Source: an optimization exercise on an open RTL-to-GDS flow (aim: small area). Production flows keep margins and buffers that such runs may drop. The RTL was checked by simulation tests, not by an equivalence proof against the original design. Power and IR drop assume default switching activity.

==> violet <==
Design cms_trace_gate, start of the top module:
module cms_trace_gate
#(
  parameter int XLEN         = 64,
  parameter int INSTR_WIDTH  = 32,
  parameter int NUM_RANGES   = 4,
  parameter int NUM_TRIGGERS = 2,
  parameter int TS_WIDTH     = 16,
  parameter int DECIM_WIDTH  = 8,
  parameter int DROP_WIDTH   = 16,
  parameter int CTRL_WRITE_ENABLE_POSEDGE_TRIGGERED = 1
) (
  input  logic                   clk,
  input  logic                   rst_n,
  input  logic [XLEN-1:0]        pc,
  input  logic [INSTR_WIDTH-1:0] instr,
  input  logic                   pc_valid,
  input  logic                   en,
  input  logic [3:0]             ctrl_addr,
  input  logic [XLEN-1:0]        ctrl_wdata,
  input  logic                   ctrl_write_enable,
  output logic                   out_valid,
  input  logic                   out_ready,
  output logic [XLEN-1:0]        out_pc,
  output logic [INSTR_WIDTH-1:0] out_instr,
  output logic [TS_WIDTH-1:0]    out_delta,
  output logic [DROP_WIDTH-1:0]  dropped_count,
  output logic [1:0]             gate_state
);
clock: 6.0 ns
lec_check: 0
cap_margin: 20
core_margin: 2
core_utilization: 55
slew_margin: 20
standard.sh (not shown) runs the stock make flow with config.mk's settings and CLKGATE_MAP_FILE= SYNTH_SCRIPT=/design/flow/synth_recipe.tcl, a recipe that flattens the netlist after the stock synthesis.
==> flow/flow/run.sh <==
#!/bin/bash
# Layout flow: the standard ORFS flow (the standard.sh, unchanged synthesis)
# with buf_2 on the ports and a clock tree of clkbuf_8
# without dummy loads.
set -euo pipefail
cd "$(dirname "$0")/.."
export BUFFER_PORTS_ARGS="-buffer_cell sky130_fd_sc_hd__buf_2"
export CTS_ARGS="-sink_clustering_enable -repair_clock_nets -sink_clustering_size 16 -sink_clustering_max_diameter 70 -buf_list sky130_fd_sc_hd__clkbuf_8 -sink_clustering_buffer sky130_fd_sc_hd__clkbuf_8 -dont_use_dummy_load"
bash standard.sh > standard_flow.log 2>&1
==> amber: changes against violet <==
- CAP_MARGIN: 20 -> 0
- CORE_UTILIZATION: 55 -> 65
- SLEW_MARGIN: 20 -> 0
==> harbor: changes against violet <==
--- a/flow/design.v
+++ b/flow/design.v
@@ -20,69 +20,81 @@
   localparam int CTRL_CONT = 1;
   localparam int CTRL_CLR  = 2;
   localparam int TRIG_EN_START = 0;
   localparam int TRIG_EN_END   = 1;
 endpackage
 module cms_window_match #(
   parameter int XLEN         = 64,
   parameter int NUM_RANGES   = 4,
-  parameter int NUM_TRIGGERS = 2
+  parameter int NUM_TRIGGERS = 2,
+  parameter int COMP_STYLE   = 2,
+  parameter int BLK          = 8
 ) (
   input  logic [XLEN-1:0]                   pc,
   input  logic [NUM_RANGES-1:0][XLEN-1:0]   nlo,
   input  logic [NUM_RANGES-1:0][XLEN-1:0]   nhi,
   input  logic [NUM_RANGES-1:0]             range_en,
-  input  logic [NUM_TRIGGERS-1:0][XLEN-1:0] nstart,
-  input  logic [NUM_TRIGGERS-1:0][XLEN-1:0] nend,
+  input  logic [NUM_TRIGGERS-1:0][XLEN-1:0] start_addr,
+  input  logic [NUM_TRIGGERS-1:0][XLEN-1:0] end_addr,
   input  logic [NUM_TRIGGERS-1:0]           start_en,
   input  logic [NUM_TRIGGERS-1:0]           end_en,
   output logic [NUM_RANGES-1:0]             range_hit,
   output logic [NUM_TRIGGERS-1:0]           start_hit,
   output logic [NUM_TRIGGERS-1:0]           end_hit
 );
-  for (genvar i = 0; i < NUM_RANGES; i++) begin : g_range
-    logic ge_lo;
-    logic gt_hi;
-    cms_carry #(.W(XLEN), .CIN(1)) u_lo (.a(pc), .b(nlo[i]), .c(ge_lo));
-    cms_carry #(.W(XLEN), .CIN(0)) u_hi (.a(pc), .b(nhi[i]), .c(gt_hi));
-    assign range_hit[i] = range_en[i] & ge_lo & ~gt_hi;
-  end
-  for (genvar i = 0; i < NUM_TRIGGERS; i++) begin : g_trig
-    logic s_eq;
-    logic e_eq;
-    cms_eq #(.W(XLEN)) u_s (.a(pc), .nb(nstart[i]), .eq(s_eq));
-    cms_eq #(.W(XLEN)) u_e (.a(pc), .nb(nend[i]), .eq(e_eq));
-    assign start_hit[i] = start_en[i] & s_eq;
-    assign end_hit[i]   = end_en[i] & e_eq;
+  localparam int NB = (XLEN + BLK - 1) / BLK;
+  function automatic logic carry(input logic [XLEN-1:0] a,
+                                 input logic [XLEN-1:0] b,
+                                 input logic cin);
+    logic c;
+    logic [NB-1:0] g;
+    logic [NB-1:0] t;
+    logic [XLEN:0] s;
+    if (COMP_STYLE == 0) begin
+      s = {1'b0, a} + {1'b0, b} + {{XLEN{1'b0}}, cin};
+      c = s[XLEN];
+    end else if (COMP_STYLE == 1) begin
+      c = cin;
+      for (int i = 0; i < XLEN; i++)
+        c = (a[i] & b[i]) | (c & (a[i] | b[i]));
+    end else begin
+      for (int k = 0; k < NB; k++) begin
+        g[k] = 1'b0;
+        t[k] = 1'b1;
+        for (int j = 0; j < BLK; j++) begin
+          if (k * BLK + j < XLEN) begin
+            g[k] = (a[k*BLK+j] & b[k*BLK+j]) | (g[k] & (a[k*BLK+j] | b[k*BLK+j]));
+            t[k] = t[k] & (a[k*BLK+j] | b[k*BLK+j]);
+          end
+        end
+      end
+      c = cin;
+      for (int k = 0; k < NB; k++)
+        c = g[k] | (t[k] & c);
+    end
+    carry = c;
+  endfunction
+  always_comb begin
+    range_hit = '0;
+    for (int i = 0; i < NUM_RANGES; i++) begin
+      range_hit[i] = range_en[i]
+                   & carry(pc, nlo[i], 1'b1)
+                   & ~carry(pc, nhi[i], 1'b0);
+    end
   end
-endmodule
-module cms_carry #(
-  parameter int W   = 64,
-  parameter int CIN = 0
-) (
-  input  logic [W-1:0] a,
-  input  logic [W-1:0] b,
-  output logic         c
-);
   always_comb begin
-    c = 1'(CIN);
-    for (int i = 0; i < W; i++)
-      c = (a[i] & b[i]) | (c & (a[i] | b[i]));
+    start_hit = '0;
+    end_hit   = '0;
+    for (int i = 0; i < NUM_TRIGGERS; i++) begin
+      start_hit[i] = start_en[i] & (pc == start_addr[i]);
+      end_hit[i]   = end_en[i] & (pc == end_addr[i]);
+    end
   end
 endmodule
-module cms_eq #(
-  parameter int W = 64
-) (
-  input  logic [W-1:0] a,
-  input  logic [W-1:0] nb,
-  output logic         eq
-);
-  assign eq = &(a ^ nb);
-endmodule
 module edge_detector (
   input  logic clk,
   input  logic rst_n,
   input  logic d,
   output logic rise
 );
   logic d_q;
   always_ff @(posedge clk) begin
@@ -121,23 +133,22 @@
   output logic [TS_WIDTH-1:0]    out_delta,
   output logic [DROP_WIDTH-1:0]  dropped_count,
   output logic [1:0]             gate_state
 );
   cms_trace_gate_pkg::cms_gate_state_t state;
   cms_trace_gate_pkg::cms_gate_state_t state_n;
   logic                             cont_q;
   logic [DECIM_WIDTH-1:0]           decim_q;
-  logic [1:0]                       index_q;
-  logic                             index_lt4_q;
+  logic [3:0]                       index_q;
   logic [NUM_RANGES-1:0][XLEN-1:0]  nlo_q;
   logic [NUM_RANGES-1:0][XLEN-1:0]  nhi_q;
   logic [NUM_RANGES-1:0]            ren_q;
-  logic [NUM_TRIGGERS-1:0][XLEN-1:0] ntstart_q;
-  logic [NUM_TRIGGERS-1:0][XLEN-1:0] ntend_q;
+  logic [NUM_TRIGGERS-1:0][XLEN-1:0] tstart_q;
+  logic [NUM_TRIGGERS-1:0][XLEN-1:0] tend_q;
   logic [NUM_TRIGGERS-1:0]          sen_q;
   logic [NUM_TRIGGERS-1:0]          een_q;
   logic [DECIM_WIDTH-1:0] dec_cnt;
   logic [DECIM_WIDTH-1:0] cnt_eff;
   logic [DECIM_WIDTH-1:0] cnt_n;
   logic [TS_WIDTH-1:0]    since_q;
   logic                    wr;
   logic                    ctrl_wr;
@@ -171,18 +182,18 @@
     .XLEN         (XLEN),
     .NUM_RANGES   (NUM_RANGES),
     .NUM_TRIGGERS (NUM_TRIGGERS)
   ) u_match (
     .pc         (pc),
     .nlo        (nlo_q),
     .nhi        (nhi_q),
     .range_en   (ren_q),
-    .nstart     (ntstart_q),
-    .nend       (ntend_q),
+    .start_addr (tstart_q),
+    .end_addr   (tend_q),
     .start_en   (sen_q),
     .end_en     (een_q),
     .range_hit  (range_hit),
     .start_hit  (start_hit),
     .end_hit    (end_hit)
   );
   assign start_any = |start_hit;
   assign end_any   = |end_hit;
@@ -257,54 +268,49 @@
   always_ff @(posedge clk) begin
     if (out_le) begin
       out_pc    <= pc & {XLEN{rst_n}};
       out_instr <= instr & {INSTR_WIDTH{rst_n}};
       out_delta <= since_q & {TS_WIDTH{rst_n}};
     end
   end
   logic [XLEN-1:0] wd_z;    
-  logic [XLEN-1:0] wd_n1;   
   logic [XLEN-1:0] wd_nz;   
   assign wd_z  = ctrl_wdata & {XLEN{rst_n}};
-  assign wd_n1 = ~wd_z;
   assign wd_nz = ~ctrl_wdata & {XLEN{rst_n}};
   logic a_ctrl, a_decim, a_index, a_lo, a_hi, a_ren, a_ts, a_te, a_ten;
   assign a_ctrl  = ~rst_n | (wr & (ctrl_addr == cms_trace_gate_pkg::ADDR_CTRL));
   assign a_decim = ~rst_n | (wr & (ctrl_addr == cms_trace_gate_pkg::ADDR_DECIM));
   assign a_index = ~rst_n | (wr & (ctrl_addr == cms_trace_gate_pkg::ADDR_INDEX));
   assign a_lo    = wr & (ctrl_addr == cms_trace_gate_pkg::ADDR_RANGE_LO);
   assign a_hi    = wr & (ctrl_addr == cms_trace_gate_pkg::ADDR_RANGE_HI);
   assign a_ren   = wr & (ctrl_addr == cms_trace_gate_pkg::ADDR_RANGE_EN);
   assign a_ts    = wr & (ctrl_addr == cms_trace_gate_pkg::ADDR_TRIG_START);
   assign a_te    = wr & (ctrl_addr == cms_trace_gate_pkg::ADDR_TRIG_END);
   assign a_ten   = wr & (ctrl_addr == cms_trace_gate_pkg::ADDR_TRIG_EN);
   always_ff @(posedge clk) begin
     if (a_ctrl)  cont_q  <= wd_z[cms_trace_gate_pkg::CTRL_CONT];
     if (a_decim) decim_q <= wd_z[DECIM_WIDTH-1:0];
-    if (a_index) begin
-      index_q     <= wd_z[1:0];
-      index_lt4_q <= (wd_z[3:2] == 2'b00);
-    end
+    if (a_index) index_q <= wd_z[3:0];
   end
   for (genvar i = 0; i < NUM_RANGES; i++) begin : g_range
     logic sel;
-    assign sel = index_lt4_q & (index_q == 2'(i));
+    assign sel = index_q == 4'(i);
     always_ff @(posedge clk) begin
-      if (~rst_n | (a_lo & sel))  nlo_q[i] <= wd_n1;
+      if (~rst_n | (a_lo & sel))  nlo_q[i] <= ~wd_z;
       if (~rst_n | (a_hi & sel))  nhi_q[i] <= wd_nz;
       if (~rst_n | (a_ren & sel)) ren_q[i] <= wd_z[0];
     end
   end
   for (genvar i = 0; i < NUM_TRIGGERS; i++) begin : g_trig
     logic sel;
-    assign sel = index_lt4_q & (index_q == 2'(i));
+    assign sel = index_q == 4'(i);
     always_ff @(posedge clk) begin
-      if (~rst_n | (a_ts & sel))  ntstart_q[i] <= wd_n1;
-      if (~rst_n | (a_te & sel))  ntend_q[i]   <= wd_n1;
+      if (~rst_n | (a_ts & sel))  tstart_q[i] <= wd_z;
+      if (~rst_n | (a_te & sel))  tend_q[i]   <= wd_z;
       if (~rst_n | (a_ten & sel)) begin
         sen_q[i] <= wd_z[cms_trace_gate_pkg::TRIG_EN_START];
         een_q[i] <= wd_z[cms_trace_gate_pkg::TRIG_EN_END];
       end
     end
   end
   assign gate_state = state;
 endmodule
==> flow/run.sh (new file) <==
#!/bin/bash
# synth_recipe.tcl (not shown) runs the flow's synth.tcl, then flattens the netlist and writes it again
# the make line also repeats each setting of config.mk as NAME=value (left out here)
make -C /OpenROAD-flow-scripts/flow DESIGN_CONFIG=/design/flow/config.mk WORK_HOME=/design/flow/orfs CLKGATE_MAP_FILE= SYNTH_SCRIPT=/design/flow/synth_recipe.tcl finish
- CORE_UTILIZATION: 55 -> 40
removed: flow/flow/run.sh
removed: flow/standard.sh
==> lagoon: changes against violet <==
==> flow/flow/run.sh (replaced) <==
#!/bin/bash
# Layout flow: the standard ORFS flow (the standard.sh, unchanged synthesis)
# with the smallest plain buffer on the ports and a clock tree of clkbuf_8
# without dummy loads.
set -euo pipefail
cd "$(dirname "$0")/.."
export BUFFER_PORTS_ARGS="-buffer_cell sky130_fd_sc_hd__buf_1"
export CTS_ARGS="-sink_clustering_enable -repair_clock_nets -sink_clustering_size 18 -sink_clustering_max_diameter 70 -buf_list sky130_fd_sc_hd__clkbuf_8 -sink_clustering_buffer sky130_fd_sc_hd__clkbuf_8 -dont_use_dummy_load"
bash standard.sh > standard_flow.log 2>&1
==> comparison table <==
Average wire per standard cell: lagoon 29.8 um; violet 30.1 um; amber 31.0 um; harbor 28.5 um
Dpl cells: lagoon 4391; violet 4312; amber 4169; harbor 5001
Worst reg2reg path startpoint: lagoon nhi_q[254]; violet nhi_q[87]; amber nhi_q[162]; harbor nhi_q[26]
Data arrival, critical path: lagoon 6.15 ns; violet 6.11 ns; amber 5.54 ns; harbor 5.89 ns
Proportion of cell area occupied by registers: lagoon 61.9%; violet 61.9%; amber 62.6%; harbor 55.1%
Die outline width: lagoon 278 um; violet 278 um; amber 256 um; harbor 327 um
Outcome: lagoon complete, no violations; violet complete, no violations; amber complete, no violations; harbor complete, no violations
Flop+latch power: lagoon 7.83 mW; violet 7.83 mW; amber 7.84 mW; harbor 7.87 mW
Multi-input combinational cell area: lagoon 12500 um2; violet 12500 um2; amber 12500 um2; harbor 12700 um2
Layout buffer count excluding clock buffers: lagoon 476; violet 399; amber 377; harbor 504
Core utilization of the finished layout: lagoon 60.6%; violet 60.7%; amber 70.9%; harbor 49.0%
Peak Freq: lagoon 174 MHz; violet 181 MHz; amber 192 MHz; harbor 182 MHz
DRT iter0 DRCs: lagoon 4129; violet 4093; amber 5060; harbor 4458
Gate Count Post-Synth: lagoon 3151; violet 3151; amber 3151; harbor 3300
Flip-flop and latch count after synthesis: lagoon 944; violet 944; amber 944; harbor 945
Share of cells above drive strength 1: lagoon 7.87%; violet 14.8%; amber 14.2%; harbor 10.2%

[afterwards: timing with drivers on the ports]
How much do the figures lean on ideal ports? The routed layouts below were timed once more, with nothing changed but the port constraints. Step 1, drivers: a clkbuf_16 drives clk and a buf_2 each remaining input, both assumed. Step 2 adds t to the input delays and takes it off the output delays; t is the mean of the earliest and latest rising clock arrival at the registers after step 1. Input paths then give back, and output paths get back, about the clock's delay inside the block. a / b / c = no drivers / after step 1 / after step 2; a / b = the first two.
| run | t (ns) | setup WS [ns] | hold WS [ns] | clock arrival spread, ns | pins driven straight from the clock port |
|---|---|---|---|---|---|
| violet | 0.743 | 0.478 / 0.521 / -0.222 | 0.502 / 0.502 / 0.502 | 0.050 / 0.050 | 1 |
| amber | 0.746 | 0.804 / 0.772 / 0.026 | 0.514 / 0.514 / 0.514 | 0.059 / 0.059 | 1 |
| harbor | 0.750 | 0.494 / 0.539 / -0.211 | 0.492 / 0.492 / 0.492 | 0.036 / 0.037 | 1 |
| lagoon | 0.784 | 0.267 / 0.307 / -0.478 | 0.503 / 0.503 / 0.503 | 0.091 / 0.091 | 1 |
With both steps, setup timing fails in violet, harbor and lagoon, where it was met with ideal ports. The setup slack of amber, which loses most, moves by -0.032 ns with the drivers and by -0.778 ns with both steps.
